Background: an optimization exercise with open tools, aiming at small area. Do not read the settings as production practice.
At most, simulation tests tie the RTL to the original design; equivalence was not proved.
No activity file was given, so power comes from the tool's default toggle rates.

Design sigma_delta_adc8, start of the top module:
module sigma_delta_adc8 (
   input  logic        clk,
   input  logic        rst,
   input  logic [7:0]  adc_lvds_pin,
   output logic [7:0]  adc_fb_pin,
   output logic [20:0] adc_output,
   output logic [2:0]  adc_channel,
   output logic        adc_valid,
   input  logic        adc_ready,
   output logic        adc_overrun
);
   sigma_delta_adc_mc u_adc (
      .clk(clk), .rst(rst), .adc_lvds_pin(adc_lvds_pin), .adc_fb_pin(adc_fb_pin),
      .adc_output(adc_output), .adc_channel(adc_channel), .adc_valid(adc_valid),
      .adc_ready(adc_ready), .adc_overrun(adc_overrun)
   );
endmodule
export LEC_CHECK = 0
export CAP_MARGIN = 20
export CORE_MARGIN = 2
export CORE_UTILIZATION = 70
export CTS_BUF_LIST = sky130_fd_sc_hd__clkbuf_8
export CTS_CLUSTER_DIAMETER = 40
export CTS_CLUSTER_SIZE = 22
export SLEW_MARGIN = 20
create_clock -name core_clock -period 10.0 [get_ports {clk}]
run.sh (not shown) runs the stock make flow with config.mk's settings and CLKGATE_MAP_FILE= SYNTH_SCRIPT=/design/flow/synth_recipe.tcl, a recipe that flattens the netlist after the stock synthesis.
The first run produced a clean layout.
Change:
--- a/flow/config.mk
+++ b/flow/config.mk
@@ -9,6 +9,6 @@
 export CORE_MARGIN = 2
-export CORE_UTILIZATION = 70
+export CORE_UTILIZATION = 40
 export CTS_BUF_LIST = sky130_fd_sc_hd__clkbuf_8
-export CTS_CLUSTER_DIAMETER = 40
-export CTS_CLUSTER_SIZE = 22
+export CTS_CLUSTER_DIAMETER = 50
+export CTS_CLUSTER_SIZE = 18
 export SLEW_MARGIN = 20
- The new run went through all stages and came out clean
- global-route usage goes down by 11 points
- design area stays flat
- wire length went down by 13%
- power went down by 4.6%
- non-clock buffer count rises by 1
- core utilization is lower by 33 points
- via count went down by 2.9%
Change:
==> flow/flow/run.sh (new file) <==
#!/bin/bash
# Standard layout, with clock tree synthesis told not to add dummy load cells.
set -o pipefail
export CTS_ARGS="-sink_clustering_enable -repair_clock_nets -dont_use_dummy_load -sink_clustering_size 21 -sink_clustering_max_diameter 50 -buf_list sky130_fd_sc_hd__clkbuf_8"
bash standard.sh > standard.log 2>&1
==> flow/standard.sh (new file) <==
#!/bin/bash
# synth_recipe.tcl (not shown) runs the flow's synth.tcl, then flattens the netlist and writes it again
# the make line also repeats each setting of config.mk as NAME=value (left out here)
make -C /OpenROAD-flow-scripts/flow DESIGN_CONFIG=/design/flow/config.mk WORK_HOME=/design/flow/orfs CLKGATE_MAP_FILE= SYNTH_SCRIPT=/design/flow/synth_recipe.tcl "${@:-finish}"
--- a/flow/config.mk
+++ b/flow/config.mk
@@ -10,5 +10,2 @@
 export CORE_UTILIZATION = 40
-export CTS_BUF_LIST = sky130_fd_sc_hd__clkbuf_8
-export CTS_CLUSTER_DIAMETER = 50
-export CTS_CLUSTER_SIZE = 18
 export SLEW_MARGIN = 20
removed: flow/run.sh
Sequential share of layout area rises by 1.2 points.
Hold slack degrades by 0.080 ns.
Worst setup slack improves by 0.050 ns.
Wire length falls by 1.1%.
Via count falls by 0.94%.
Synthesized area does not change.
Change:
==> flow/flow/run.sh (replaced) <==
#!/bin/bash
# Standard layout, with clock tree synthesis told not to add dummy load cells.
set -o pipefail
export CTS_ARGS="-sink_clustering_enable -repair_clock_nets -dont_use_dummy_load -sink_clustering_size 40 -sink_clustering_max_diameter 60 -buf_list sky130_fd_sc_hd__clkbuf_16"
bash standard.sh > standard.log 2>&1
Setup slack improved by 0.028 ns.
Synthesized cell count does not change.
Flip-flop and latch count stays the same.
Worst hold slack improved by 0.024 ns.
Combinational power barely changes.
Critical path depth does not change.
Synthesized area stays the same.
Core utilization grows by 0.56 points.
Count of clock-buffer cells in the layout fell by 27.
Maximum frequency grows by 0.30%.
Via count shrinks by 0.50%.
No run of this note included a check of the RTL's function; only the layout flow was run.


== P ==
Another version of the RTL of sigma_delta_adc8 (not shown whole).
Size: roughly 2000 flip-flops, roughly 45 I/O pins, roughly 0.047 mm2 of cells after synthesis.
Settings: LEC_CHECK=0, CAP_MARGIN=0, CORE_MARGIN=2, CORE_UTILIZATION=40, SLEW_MARGIN=0; clock period 10.0 ns.
standard.sh (not shown) runs the stock make flow with config.mk's settings and CLKGATE_MAP_FILE= SYNTH_SCRIPT=/design/flow/synth_recipe.tcl, a recipe that flattens the netlist after the stock synthesis.
==> flow/flow/run.sh <==
#!/bin/bash
# Standard layout (the standard.sh, standard synthesis included), except that clock tree
# synthesis adds no dummy load cells and uses clkbuf_8 with sink clusters of at most 21 flops.
set -o pipefail
export CTS_ARGS="-sink_clustering_enable -repair_clock_nets -dont_use_dummy_load -sink_clustering_size 21 -sink_clustering_max_diameter 50 -buf_list sky130_fd_sc_hd__clkbuf_8"
bash standard.sh > standard.log 2>&1
For Q, these inputs were changed with respect to P:
Settings: SLEW_MARGIN: 0 -> 20; CAP_MARGIN: 0 -> 20; CORE_UTILIZATION: 40 -> 50.
--- a/flow/flow/run.sh
+++ b/flow/flow/run.sh
@@ -2,2 +2,3 @@
-# Standard layout (the standard.sh, standard synthesis included), except that clock tree
-# synthesis adds no dummy load cells and uses clkbuf_8 with sink clusters of at most 21 flops.
+# Standard layout (the standard.sh, standard synthesis included), except:
+#  - clock tree synthesis adds no dummy load cells and uses the buffer and sink clusters below;
+#  - the port buffers are buf_1 (the loads here are one cell or a 10 fF output pin).
@@ -5,0 +7 @@
+export BUFFER_PORTS_ARGS="-buffer_cell sky130_fd_sc_hd__buf_1"
==> run notes <==
- Summary of Q over P: share of the clock period used by the worst path picked up an extra 0.22 points; layout overhead on the synthesized area lost 1.4 points; final worst slack lost 22 ps; total negative setup slack neither gained nor lost much; count of placed standard cells in the final layout, fillers left out lost 286.
- Re sequential group share of total power: P and Q aren't equal, and the higher value belongs to Q.
- Q against P: number of global-route vias before repair shows an increase of 1104; clock tree cell share of total cell area shows no meaningful change; count of final setup violators shows no meaningful change.
The following lists how R was set up differently from Q:
Settings: swapping 50 for 40 in CORE_UTILIZATION.
--- a/flow/flow/run.sh
+++ b/flow/flow/run.sh
@@ -6 +6 @@
-export CTS_ARGS="-sink_clustering_enable -repair_clock_nets -dont_use_dummy_load -sink_clustering_size 21 -sink_clustering_max_diameter 50 -buf_list sky130_fd_sc_hd__clkbuf_8"
+export CTS_ARGS="-sink_clustering_enable -repair_clock_nets -dont_use_dummy_load -sink_clustering_size 40 -sink_clustering_max_diameter 60 -buf_list sky130_fd_sc_hd__clkbuf_16"
Total clock buffers created by CTS was lower in R than in Q. Against Q, the final cell area of R is higher. R vs Q: portion of the clock cycle consumed by the worst path in the final layout down. NOTE vertical die dimension Q->R increased by more than 10%. Compare R and Q | total half-perimeter wirelength after legalization and detailed placement lower: R. Between R and Q, it is R whose wire length is lower, by 3400 um. The lower layout overhead on the synthesized area of R and Q is in Q.
Edits applied to the flow inputs when going from R to S:
==> flow/flow/run.sh <==
#!/bin/bash
# Standard layout (the standard.sh, standard synthesis included), except that clock tree
# synthesis adds no dummy load cells and uses clkbuf_8 with sink clusters of at most 21 flops.
set -o pipefail
export CTS_ARGS="-sink_clustering_enable -repair_clock_nets -dont_use_dummy_load -sink_clustering_size 21 -sink_clustering_max_diameter 50 -buf_list sky130_fd_sc_hd__clkbuf_8"
bash standard.sh > standard.log 2>&1
==> run notes <==
From R to S the numbers moved as follows: cell count along the critical path now larger; combinational power share now larger; final hold slack now smaller; final cell count without fillers now larger.
~same synthesized area per cell in R and S
Initial antenna violation count of S is on par with R.
Higher required time at the endpoint of the critical path was reported by S, not R.

-- port drivers added, routing unchanged --
The results above use ideal ports. As a check the final layouts listed here were re-extracted and re-timed, cells and wires unchanged. Step 1 sets driving cells, clkbuf_16 on the clock port and buf_2 on the other inputs (assumed; they add their load-dependent delay and slew). Step 2 also shifts input and output timing later by t, the mid clock arrival at the registers, as if the neighbouring blocks saw the same clock. Slacks: ideal / step 1 / step 2; pairs: ideal / step 1.
run | shift t [ns] | setup WS [ns] | worst setup path after step 2 | worst slew at a driven data input, ns
the first run of note 1 | 0.857 | 0.646 / 0.646 / 0.646 | register to register | 0.04
the second run of note 1 | 0.878 | 0.690 / 0.690 / 0.690 | register to register | 0.03
the third run of note 1 | 0.813 | 0.740 / 0.740 / 0.740 | register to register | 0.03
the fourth run of note 1 | 0.732 | 0.768 / 0.768 / 0.768 | register to register | 0.03
P | 0.839 | 0.322 / 0.322 / 0.322 | register to register | 0.04
Q | 0.833 | 0.300 / 0.300 / 0.300 | register to register | 0.04
R | 0.710 | 0.384 / 0.384 / 0.384 | register to register | 0.03
S | 0.839 | 0.322 / 0.322 / 0.322 | register to register | 0.04
After both steps setup and hold are still met in every run listed.
